What follows belongs to an exercise in optimizing a design on an open flow for small area, a short achievable clock period and few clock cycles per item; a production flow would make more cautious choices. In this exercise RTL edits were held to simulation tests only and were not proved equivalent to the original.

==> wip/raven: inputs <==
==> flow/design.v <==
package spab_pkg;
  localparam logic [1:0] MODE_8BIT  = 2'd0;
  localparam logic [1:0] MODE_16BIT = 2'd1;
  localparam logic [1:0] MODE_ARGB  = 2'd2;
  localparam logic REG_DEPTH_MODE = 1'b0;
  localparam logic REG_KEY_COLOR  = 1'b1;
  localparam logic [1:0]  DEPTH_MODE_RESET = MODE_ARGB;
  localparam logic [15:0] KEY_COLOR_RESET  = 16'h0000;
  localparam logic [7:0]  MAX8 = 8'd255;
  localparam logic [15:0] RECIP_255 = 16'h8081;
  localparam int NUM_CHAN = 3;
  localparam int DIV_W      = 24;
  localparam int DIV_STEPS  = 6;
  localparam int DIV_STAGES = DIV_W / DIV_STEPS;
  localparam int DIV_FIRST  = 2;
  localparam int DIV_LAST   = DIV_FIRST + DIV_STAGES - 1;
  localparam int Q_STAGE    = DIV_LAST + 1;
  localparam int OUT_STAGE  = Q_STAGE + 1;
  localparam int NUM_STAGES = OUT_STAGE + 1;
endpackage
import spab_pkg::*;
module sprite_pixel_alpha_blend (
  input  logic              clk,
  input  logic              rst,
  input  logic              item_valid,
  output logic              item_ready,
  input  logic [31:0]       src_pixel,
  input  logic [31:0]       dst_pixel,
  output logic              result_valid,
  input  logic              result_ready,
  output logic [31:0]       out_pixel,
  output logic              write_enable,
  input  logic              psel,
  input  logic              penable,
  input  logic              pwrite,
  input  logic [2:0]        paddr,
  input  logic [31:0]       pwdata,
  output logic [31:0]       prdata,
  output logic              pready
);
  localparam int S2_STEPS = 3;
  localparam int S3_STEPS = 3;
  logic [1:0]  depth_mode;
  logic [15:0] key_color;
  assign pready = 1'b1;
  always_ff @(posedge clk) begin
    if (rst) begin
      depth_mode <= DEPTH_MODE_RESET;
      key_color  <= KEY_COLOR_RESET;
    end else if (psel && penable && pwrite) begin
      case (paddr[2])
        REG_DEPTH_MODE: depth_mode <= pwdata[1:0];
        REG_KEY_COLOR:  key_color  <= pwdata[15:0];
        default: ;
      endcase
    end
  end
  always_comb begin
    case (paddr[2])
      REG_DEPTH_MODE: prdata = {30'b0, depth_mode};
      REG_KEY_COLOR:  prdata = {16'b0, key_color};
      default:        prdata = 32'b0;
    endcase
  end
  function automatic logic [15:0] div_steps(input logic [15:0] s, input logic [7:0] oa,
                                            input int n);
    logic [15:0] r;
    logic [8:0]  t;
    logic [9:0]  diff;
    r = s;
    for (int i = 0; i < 8; i++) begin
      if (i < n) begin
        t    = {r[15:8], r[7]};
        diff = {1'b0, t} - {2'b00, oa};
        r    = diff[9] ? {t[7:0], r[6:0], 1'b0} : {diff[7:0], r[6:0], 1'b1};
      end
    end
    div_steps = r;
  endfunction
  function automatic logic [7:0] div255(input logic [15:0] x);
    logic [16:0] y;
    y = 17'(x) + 17'(x[15:8]) + 17'd1;
    div255 = y[15:8];
  endfunction
  function automatic logic [15:0] div255w(input logic [23:0] x);
    logic [24:0] y;
    logic [40:0] z;
    y = 25'(x) + 25'd1;
    z = {y, 16'b0} + {8'b0, y, 8'b0} + {16'b0, y};
    div255w = z[39:24];
  endfunction
  logic en;
  logic v1, v2, v3, v4;
  assign en         = !result_valid || result_ready;
  assign item_ready = en;
  always_ff @(posedge clk) begin
    if (rst) begin
      v1           <= 1'b0;
      v2           <= 1'b0;
      v3           <= 1'b0;
      v4           <= 1'b0;
      result_valid <= 1'b0;
    end else if (en) begin
      v1           <= item_valid;
      v2           <= v1;
      v3           <= v2;
      v4           <= v3;
      result_valid <= v4;
    end
  end
  logic [7:0]  sa0;
  logic [23:0] sc0, dc0;
  logic [15:0] w0;
  logic        we0, az0;
  logic [31:0] word0;
  always_comb begin
    we0   = 1'b0;
    word0 = dst_pixel;
    sa0   = 8'd0;
    case (depth_mode)
      MODE_8BIT: begin
        if ({8'b0, src_pixel[7:0]} != key_color) begin
          we0   = 1'b1;
          word0 = {24'b0, src_pixel[7:0]};
        end
      end
      MODE_16BIT: begin
        if (src_pixel[15:0] != key_color) begin
          we0   = 1'b1;
          word0 = {16'b0, src_pixel[15:0]};
        end
      end
      MODE_ARGB: begin
        sa0 = src_pixel[31:24];
        we0 = src_pixel[31:24] != 8'd0;
      end
      default: ;
    endcase
    az0 = (sa0 == 8'd0) && (word0[31:24] == 8'd0);
    w0  = az0 ? 16'd65025 : 16'(dst_pixel[31:24] * 8'(~sa0));
    dc0 = word0[23:0];
    sc0 = src_pixel[23:0];
  end
  logic [7:0]  sa1;
  logic [23:0] sc1, dc1;
  logic [15:0] w1;
  logic        we1, az1;
  always_ff @(posedge clk) begin
    if (en) begin
      sa1 <= sa0;
      sc1 <= sc0;
      dc1 <= dc0;
      w1  <= w0;
      we1 <= we0;
      az1 <= az0;
    end
  end
  logic [7:0]  k1, r1, oa1;
  logic [NUM_CHAN-1:0][15:0] a1, b1;
  always_comb begin
    k1  = div255(w1);
    r1  = w1[7:0] + k1;
    oa1 = sa1 + k1 + {7'd0, r1 != 8'd0};
    for (int c = 0; c < NUM_CHAN; c++) begin
      a1[c] = sa1 * sc1[c*8 +: 8];
      b1[c] = div255w(24'(dc1[c*8 +: 8] * w1));
    end
  end
  logic [7:0]  oa2;
  logic        we2, az2;
  logic [NUM_CHAN-1:0][15:0] a2, b2;
  always_ff @(posedge clk) begin
    if (en) begin
      oa2 <= oa1;
      we2 <= we1;
      az2 <= az1;
      a2  <= a1;
      b2  <= b1;
    end
  end
  logic [NUM_CHAN-1:0][15:0] a2n, b2n;
  always_comb begin
    for (int c = 0; c < NUM_CHAN; c++) begin
      a2n[c] = div_steps(a2[c], oa2, S2_STEPS);
      b2n[c] = div_steps(b2[c], oa2, S2_STEPS);
    end
  end
  logic [7:0]  oa3;
  logic        we3, az3;
  logic [NUM_CHAN-1:0][15:0] a3, b3;
  always_ff @(posedge clk) begin
    if (en) begin
      oa3 <= oa2;
      we3 <= we2;
      az3 <= az2;
      a3  <= a2n;
      b3  <= b2n;
    end
  end
  logic [NUM_CHAN-1:0][15:0] a3n, b3n;
  always_comb begin
    for (int c = 0; c < NUM_CHAN; c++) begin
      a3n[c] = div_steps(a3[c], oa3, S3_STEPS);
      b3n[c] = div_steps(b3[c], oa3, S3_STEPS);
    end
  end
  logic [7:0]  oa4;
  logic        we4, az4;
  logic [NUM_CHAN-1:0][15:0] a4, b4;
  always_ff @(posedge clk) begin
    if (en) begin
      oa4 <= oa3;
      we4 <= we3;
      az4 <= az3;
      a4  <= a3n;
      b4  <= b3n;
    end
  end
  logic [NUM_CHAN-1:0][15:0] a4n, b4n;
  logic [23:0] rgb4;
  always_comb begin
    for (int c = 0; c < NUM_CHAN; c++) begin
      a4n[c] = div_steps(a4[c], oa4, 8 - S2_STEPS - S3_STEPS);
      b4n[c] = div_steps(b4[c], oa4, 8 - S2_STEPS - S3_STEPS);
      rgb4[c*8 +: 8] = a4n[c][7:0] + b4n[c][7:0];
    end
  end
  always_ff @(posedge clk) begin
    if (en) begin
      out_pixel    <= {az4 ? 8'd0 : oa4, rgb4};
      write_enable <= we4;
    end
  end
endmodule
==> flow/flow/run.sh <==
#!/bin/bash
# The standard layout, with timing repair aiming below the clock period: repair_timing keeps
# working until every path has SETUP_SLACK_MARGIN ns of slack. The SDC is unchanged.
set -euo pipefail
bash standard.sh SETUP_SLACK_MARGIN=${MARGIN:-9.8} finish > standard_flow.log 2>&1
==> flow/standard.sh <==
#!/bin/bash
# synth_recipe.tcl (not shown) runs the flow's synth.tcl, then flattens the netlist and writes it again
# the make line also repeats each setting of config.mk as NAME=value (left out here)
make -C /OpenROAD-flow-scripts/flow DESIGN_CONFIG=/design/flow/config.mk WORK_HOME=/design/flow/orfs CLKGATE_MAP_FILE= SYNTH_SCRIPT=/design/flow/synth_recipe.tcl "${@:-finish}"
==> flow/config.mk <==
export PLATFORM = sky130hd
export DESIGN_NAME = sprite_pixel_alpha_blend
export DESIGN_NICKNAME = sprite_pixel_alpha_blend
export VERILOG_FILES = /design/flow/design.v
export SDC_FILE = /design/flow/constraint.sdc
export NUM_CORES = 4
export LEC_CHECK = 0
export CAP_MARGIN = 20
export CORE_MARGIN = 2
export CORE_UTILIZATION = 40
export SLEW_MARGIN = 20
==> flow/constraint.sdc <==
create_clock -name core_clock -period 17.0 [get_ports {clk}]
set_input_delay 3.4000 -clock core_clock [delete_from_list [all_inputs] [get_ports {clk}]]
set_output_delay 3.4000 -clock core_clock [all_outputs]
set_load 0.01 [all_outputs]
==> inputs of wip/zinc, as changes to wip/raven <==
--- a/flow/design.v
+++ b/flow/design.v
@@ -89,26 +89,62 @@
     z = {y, 16'b0} + {8'b0, y, 8'b0} + {16'b0, y};
     div255w = z[39:24];
   endfunction
-  logic en;
-  logic v1, v2, v3, v4;
-  assign en         = !result_valid || result_ready;
-  assign item_ready = en;
+  logic v1, v2, v3, v4, vx;
+  logic h1, h2, h3, h4, hx;
+  logic blk;
+  logic go, ofree, take, ring_next;
+  logic [32:0] fin4;    
+  logic [32:0] xres;
+  assign item_ready = !vx && !blk;
+  assign take       = item_valid && item_ready;
+  assign ofree      = !result_valid || result_ready;
+  assign go         = v4 && h4 && ofree;
+  assign ring_next  = vx || take || v1 || v2 || v3 || (v4 && !go);
   always_ff @(posedge clk) begin
     if (rst) begin
-      v1           <= 1'b0;
-      v2           <= 1'b0;
-      v3           <= 1'b0;
-      v4           <= 1'b0;
+      v1  <= 1'b0;
+      v2  <= 1'b0;
+      v3  <= 1'b0;
+      v4  <= 1'b0;
+      vx  <= 1'b0;
+      h1  <= 1'b0;
+      h2  <= 1'b0;
+      h3  <= 1'b0;
+      h4  <= 1'b0;
+      hx  <= 1'b0;
+      blk <= 1'b0;
+    end else begin
+      v1  <= vx || take;
+      v2  <= v1;
+      v3  <= v2;
+      v4  <= v3;
+      vx  <= v4 && !go;
+      h1  <= vx ? (hx || (go && !v3 && !v2 && !v1))
+                : (take && !(v1 || v2 || v3 || (v4 && !go)));
+      h2  <= h1 || (go && !v3 && !v2 && v1);
+      h3  <= h2 || (go && !v3 && v2);
+      h4  <= h3 || (go && v3);
+      hx  <= h4 && !go;
+      blk <= (blk || (v4 && !go)) && ring_next;
+    end
+  end
+  always_ff @(posedge clk) begin
+    if (rst) begin
       result_valid <= 1'b0;
-    end else if (en) begin
-      v1           <= item_valid;
-      v2           <= v1;
-      v3           <= v2;
-      v4           <= v3;
-      result_valid <= v4;
-    end
-  end
-  logic [7:0]  sa0;
+    end else if (ofree) begin
+      result_valid <= go;
+    end
+  end
+  always_ff @(posedge clk) begin
+    if (go) begin
+      out_pixel    <= fin4[31:0];
+      write_enable <= fin4[32];
+    end
+  end
+  always_ff @(posedge clk) begin
+    xres <= fin4;
+  end
+  logic [7:0]  sa0, da0;
   logic [23:0] sc0, dc0;
   logic [15:0] w0;
   logic        we0, az0;
@@ -117,27 +153,33 @@
     we0   = 1'b0;
     word0 = dst_pixel;
     sa0   = 8'd0;
-    case (depth_mode)
-      MODE_8BIT: begin
-        if ({8'b0, src_pixel[7:0]} != key_color) begin
-          we0   = 1'b1;
-          word0 = {24'b0, src_pixel[7:0]};
+    if (vx) begin
+      we0   = xres[32];
+      word0 = xres[31:0];
+    end else begin
+      case (depth_mode)
+        MODE_8BIT: begin
+          if ({8'b0, src_pixel[7:0]} != key_color) begin
+            we0   = 1'b1;
+            word0 = {24'b0, src_pixel[7:0]};
+          end
         end
-      end
-      MODE_16BIT: begin
-        if (src_pixel[15:0] != key_color) begin
-          we0   = 1'b1;
-          word0 = {16'b0, src_pixel[15:0]};
+        MODE_16BIT: begin
+          if (src_pixel[15:0] != key_color) begin
+            we0   = 1'b1;
+            word0 = {16'b0, src_pixel[15:0]};
+          end
         end
-      end
-      MODE_ARGB: begin
-        sa0 = src_pixel[31:24];
-        we0 = src_pixel[31:24] != 8'd0;
-      end
-      default: ;
-    endcase
+        MODE_ARGB: begin
+          sa0 = src_pixel[31:24];
+          we0 = src_pixel[31:24] != 8'd0;
+        end
+        default: ;
+      endcase
+    end
+    da0 = vx ? xres[31:24] : dst_pixel[31:24];
     az0 = (sa0 == 8'd0) && (word0[31:24] == 8'd0);
-    w0  = az0 ? 16'd65025 : 16'(dst_pixel[31:24] * 8'(~sa0));
+    w0  = az0 ? 16'd65025 : 16'(da0 * 8'(~sa0));
     dc0 = word0[23:0];
     sc0 = src_pixel[23:0];
   end
@@ -146,14 +188,12 @@
   logic [15:0] w1;
   logic        we1, az1;
   always_ff @(posedge clk) begin
-    if (en) begin
-      sa1 <= sa0;
-      sc1 <= sc0;
-      dc1 <= dc0;
-      w1  <= w0;
-      we1 <= we0;
-      az1 <= az0;
-    end
+    sa1 <= sa0;
+    sc1 <= sc0;
+    dc1 <= dc0;
+    w1  <= w0;
+    we1 <= we0;
+    az1 <= az0;
   end
   logic [7:0]  k1, r1, oa1;
   logic [NUM_CHAN-1:0][15:0] a1, b1;
@@ -170,13 +210,11 @@
   logic        we2, az2;
   logic [NUM_CHAN-1:0][15:0] a2, b2;
   always_ff @(posedge clk) begin
-    if (en) begin
-      oa2 <= oa1;
-      we2 <= we1;
-      az2 <= az1;
-      a2  <= a1;
-      b2  <= b1;
-    end
+    oa2 <= oa1;
+    we2 <= we1;
+    az2 <= az1;
+    a2  <= a1;
+    b2  <= b1;
   end
   logic [NUM_CHAN-1:0][15:0] a2n, b2n;
   always_comb begin
@@ -189,13 +227,11 @@
   logic        we3, az3;
   logic [NUM_CHAN-1:0][15:0] a3, b3;
   always_ff @(posedge clk) begin
-    if (en) begin
-      oa3 <= oa2;
-      we3 <= we2;
-      az3 <= az2;
-      a3  <= a2n;
-      b3  <= b2n;
-    end
+    oa3 <= oa2;
+    we3 <= we2;
+    az3 <= az2;
+    a3  <= a2n;
+    b3  <= b2n;
   end
   logic [NUM_CHAN-1:0][15:0] a3n, b3n;
   always_comb begin
@@ -208,13 +244,11 @@
   logic        we4, az4;
   logic [NUM_CHAN-1:0][15:0] a4, b4;
   always_ff @(posedge clk) begin
-    if (en) begin
-      oa4 <= oa3;
-      we4 <= we3;
-      az4 <= az3;
-      a4  <= a3n;
-      b4  <= b3n;
-    end
+    oa4 <= oa3;
+    we4 <= we3;
+    az4 <= az3;
+    a4  <= a3n;
+    b4  <= b3n;
   end
   logic [NUM_CHAN-1:0][15:0] a4n, b4n;
   logic [23:0] rgb4;
@@ -224,11 +258,6 @@
       b4n[c] = div_steps(b4[c], oa4, 8 - S2_STEPS - S3_STEPS);
       rgb4[c*8 +: 8] = a4n[c][7:0] + b4n[c][7:0];
     end
-  end
-  always_ff @(posedge clk) begin
-    if (en) begin
-      out_pixel    <= {az4 ? 8'd0 : oa4, rgb4};
-      write_enable <= we4;
-    end
+    fin4 = {we4, az4 ? 8'd0 : oa4, rgb4};
   end
 endmodule
==> flow/flow/run.sh (replaced) <==
#!/bin/bash
# The standard layout, with two changes to how it is made (the SDC is unchanged):
# - timing repair aims below the clock period: repair_timing keeps working until every path
#   has SETUP_SLACK_MARGIN ns of slack;
# - the port buffers that the standard flow puts on every input and output are plain buffers
#   rather than the delay cells buffer_ports picks on its own.
set -euo pipefail
bash standard.sh SETUP_SLACK_MARGIN=${MARGIN:-9.6} \
  "BUFFER_PORTS_ARGS=-buffer_cell sky130_fd_sc_hd__buf_1" finish > standard_flow.log 2>&1
- CORE_UTILIZATION: 40 -> 75
==> inputs of wip/garnet, as changes to wip/raven <==
--- a/flow/design.v
+++ b/flow/design.v
@@ -89,26 +89,62 @@
     z = {y, 16'b0} + {8'b0, y, 8'b0} + {16'b0, y};
     div255w = z[39:24];
   endfunction
-  logic en;
-  logic v1, v2, v3, v4;
-  assign en         = !result_valid || result_ready;
-  assign item_ready = en;
+  logic v1, v2, v3, v4, vx;
+  logic h1, h2, h3, h4, hx;
+  logic blk;
+  logic go, ofree, take, ring_next;
+  logic [32:0] fin4;    
+  logic [32:0] xres;
+  assign item_ready = !vx && !blk;
+  assign take       = item_valid && item_ready;
+  assign ofree      = !result_valid || result_ready;
+  assign go         = v4 && h4 && ofree;
+  assign ring_next  = vx || take || v1 || v2 || v3 || (v4 && !go);
   always_ff @(posedge clk) begin
     if (rst) begin
-      v1           <= 1'b0;
-      v2           <= 1'b0;
-      v3           <= 1'b0;
-      v4           <= 1'b0;
+      v1  <= 1'b0;
+      v2  <= 1'b0;
+      v3  <= 1'b0;
+      v4  <= 1'b0;
+      vx  <= 1'b0;
+      h1  <= 1'b0;
+      h2  <= 1'b0;
+      h3  <= 1'b0;
+      h4  <= 1'b0;
+      hx  <= 1'b0;
+      blk <= 1'b0;
+    end else begin
+      v1  <= vx || take;
+      v2  <= v1;
+      v3  <= v2;
+      v4  <= v3;
+      vx  <= v4 && !go;
+      h1  <= vx ? (hx || (go && !v3 && !v2 && !v1))
+                : (take && !(v1 || v2 || v3 || (v4 && !go)));
+      h2  <= h1 || (go && !v3 && !v2 && v1);
+      h3  <= h2 || (go && !v3 && v2);
+      h4  <= h3 || (go && v3);
+      hx  <= h4 && !go;
+      blk <= (blk || (v4 && !go)) && ring_next;
+    end
+  end
+  always_ff @(posedge clk) begin
+    if (rst) begin
       result_valid <= 1'b0;
-    end else if (en) begin
-      v1           <= item_valid;
-      v2           <= v1;
-      v3           <= v2;
-      v4           <= v3;
-      result_valid <= v4;
-    end
-  end
-  logic [7:0]  sa0;
+    end else if (ofree) begin
+      result_valid <= go;
+    end
+  end
+  always_ff @(posedge clk) begin
+    if (go) begin
+      out_pixel    <= fin4[31:0];
+      write_enable <= fin4[32];
+    end
+  end
+  always_ff @(posedge clk) begin
+    xres <= fin4;
+  end
+  logic [7:0]  sa0, da0;
   logic [23:0] sc0, dc0;
   logic [15:0] w0;
   logic        we0, az0;
@@ -117,27 +153,33 @@
     we0   = 1'b0;
     word0 = dst_pixel;
     sa0   = 8'd0;
-    case (depth_mode)
-      MODE_8BIT: begin
-        if ({8'b0, src_pixel[7:0]} != key_color) begin
-          we0   = 1'b1;
-          word0 = {24'b0, src_pixel[7:0]};
+    if (vx) begin
+      we0   = xres[32];
+      word0 = xres[31:0];
+    end else begin
+      case (depth_mode)
+        MODE_8BIT: begin
+          if ({8'b0, src_pixel[7:0]} != key_color) begin
+            we0   = 1'b1;
+            word0 = {24'b0, src_pixel[7:0]};
+          end
         end
-      end
-      MODE_16BIT: begin
-        if (src_pixel[15:0] != key_color) begin
-          we0   = 1'b1;
-          word0 = {16'b0, src_pixel[15:0]};
+        MODE_16BIT: begin
+          if (src_pixel[15:0] != key_color) begin
+            we0   = 1'b1;
+            word0 = {16'b0, src_pixel[15:0]};
+          end
         end
-      end
-      MODE_ARGB: begin
-        sa0 = src_pixel[31:24];
-        we0 = src_pixel[31:24] != 8'd0;
-      end
-      default: ;
-    endcase
+        MODE_ARGB: begin
+          sa0 = src_pixel[31:24];
+          we0 = src_pixel[31:24] != 8'd0;
+        end
+        default: ;
+      endcase
+    end
+    da0 = vx ? xres[31:24] : dst_pixel[31:24];
     az0 = (sa0 == 8'd0) && (word0[31:24] == 8'd0);
-    w0  = az0 ? 16'd65025 : 16'(dst_pixel[31:24] * 8'(~sa0));
+    w0  = az0 ? 16'd65025 : 16'(da0 * 8'(~sa0));
     dc0 = word0[23:0];
     sc0 = src_pixel[23:0];
   end
@@ -146,14 +188,12 @@
   logic [15:0] w1;
   logic        we1, az1;
   always_ff @(posedge clk) begin
-    if (en) begin
-      sa1 <= sa0;
-      sc1 <= sc0;
-      dc1 <= dc0;
-      w1  <= w0;
-      we1 <= we0;
-      az1 <= az0;
-    end
+    sa1 <= sa0;
+    sc1 <= sc0;
+    dc1 <= dc0;
+    w1  <= w0;
+    we1 <= we0;
+    az1 <= az0;
   end
   logic [7:0]  k1, r1, oa1;
   logic [NUM_CHAN-1:0][15:0] a1, b1;
@@ -170,13 +210,11 @@
   logic        we2, az2;
   logic [NUM_CHAN-1:0][15:0] a2, b2;
   always_ff @(posedge clk) begin
-    if (en) begin
-      oa2 <= oa1;
-      we2 <= we1;
-      az2 <= az1;
-      a2  <= a1;
-      b2  <= b1;
-    end
+    oa2 <= oa1;
+    we2 <= we1;
+    az2 <= az1;
+    a2  <= a1;
+    b2  <= b1;
   end
   logic [NUM_CHAN-1:0][15:0] a2n, b2n;
   always_comb begin
@@ -189,13 +227,11 @@
   logic        we3, az3;
   logic [NUM_CHAN-1:0][15:0] a3, b3;
   always_ff @(posedge clk) begin
-    if (en) begin
-      oa3 <= oa2;
-      we3 <= we2;
-      az3 <= az2;
-      a3  <= a2n;
-      b3  <= b2n;
-    end
+    oa3 <= oa2;
+    we3 <= we2;
+    az3 <= az2;
+    a3  <= a2n;
+    b3  <= b2n;
   end
   logic [NUM_CHAN-1:0][15:0] a3n, b3n;
   always_comb begin
@@ -208,13 +244,11 @@
   logic        we4, az4;
   logic [NUM_CHAN-1:0][15:0] a4, b4;
   always_ff @(posedge clk) begin
-    if (en) begin
-      oa4 <= oa3;
-      we4 <= we3;
-      az4 <= az3;
-      a4  <= a3n;
-      b4  <= b3n;
-    end
+    oa4 <= oa3;
+    we4 <= we3;
+    az4 <= az3;
+    a4  <= a3n;
+    b4  <= b3n;
   end
   logic [NUM_CHAN-1:0][15:0] a4n, b4n;
   logic [23:0] rgb4;
@@ -224,11 +258,6 @@
       b4n[c] = div_steps(b4[c], oa4, 8 - S2_STEPS - S3_STEPS);
       rgb4[c*8 +: 8] = a4n[c][7:0] + b4n[c][7:0];
     end
-  end
-  always_ff @(posedge clk) begin
-    if (en) begin
-      out_pixel    <= {az4 ? 8'd0 : oa4, rgb4};
-      write_enable <= we4;
-    end
+    fin4 = {we4, az4 ? 8'd0 : oa4, rgb4};
   end
 endmodule
==> flow/flow/run.sh (replaced) <==
#!/bin/bash
# The standard layout, with two changes to how it is made (the SDC is unchanged):
# - timing repair aims below the clock period: repair_timing keeps working until every path
#   has SETUP_SLACK_MARGIN ns of slack;
# - the port buffers that the standard flow puts on every input and output are plain buffers
#   rather than the delay cells buffer_ports picks on its own.
set -euo pipefail
bash standard.sh SETUP_SLACK_MARGIN=${MARGIN:-9.6} \
  "BUFFER_PORTS_ARGS=-buffer_cell sky130_fd_sc_hd__buf_1" finish > standard_flow.log 2>&1
- CORE_UTILIZATION: 40 -> 60
==> notes <==
Of wip/zinc and wip/raven, wip/raven has the higher worst hold slack (gap 0.058 ns).
Die area, lowest first: wip/zinc, wip/garnet, wip/raven.
The highest non-clock buffer count belongs to wip/raven, the lowest to wip/zinc.
Register-to-register slack is about the same in wip/raven and wip/zinc.
The lowest first-iteration DRC count belongs to wip/raven, the highest to wip/zinc.
The lowest global-route usage belongs to wip/raven, the highest to wip/zinc.
The lowest count of clock-buffer cells in the layout belongs to wip/zinc, the highest to wip/garnet.
Testbench counts of wip/raven, summed over its fixed seeds: cycles 11,440, items 11,200.
Testbench counts of wip/zinc, summed over its fixed seeds: cycles 11,440, items 11,200.
Testbench counts of wip/garnet, summed over its fixed seeds: cycles 11,440, items 11,200.

what the ideal ports hide:
In the flow no input, the clock included, has a driving cell. The finished layouts below were timed again as built, in two steps. Step 1, drivers: a clkbuf_16 drives clk and a buf_2 each remaining input, both assumed. Step 2 times the ports against the registers' clock, not the clock port: input delays grow and output delays shrink by t, the midpoint of the rising clock arrivals with the driver on. Slacks: ideal ports / drivers / drivers and shift; pairs: ideal ports / drivers.
| run | shift t [ns] | setup slack, ns | worst setup path at the end | latest minus earliest clock arrival (ns) |
|---|---|---|---|---|
| wip/raven | 0.720 | 9.498 / 9.469 / 9.305 | input to register | 0.054 / 0.054 |
| wip/zinc | 0.683 | 9.500 / 9.500 / 9.020 | input to register | 0.030 / 0.029 |
| wip/garnet | 0.720 | 9.615 / 9.579 / 9.150 | input to register | 0.050 / 0.049 |
After both steps every run listed still meets setup and hold. For wip/zinc, which loses most, drivers alone change the setup slack by 0.000 ns; drivers and shift together by -0.480 ns.
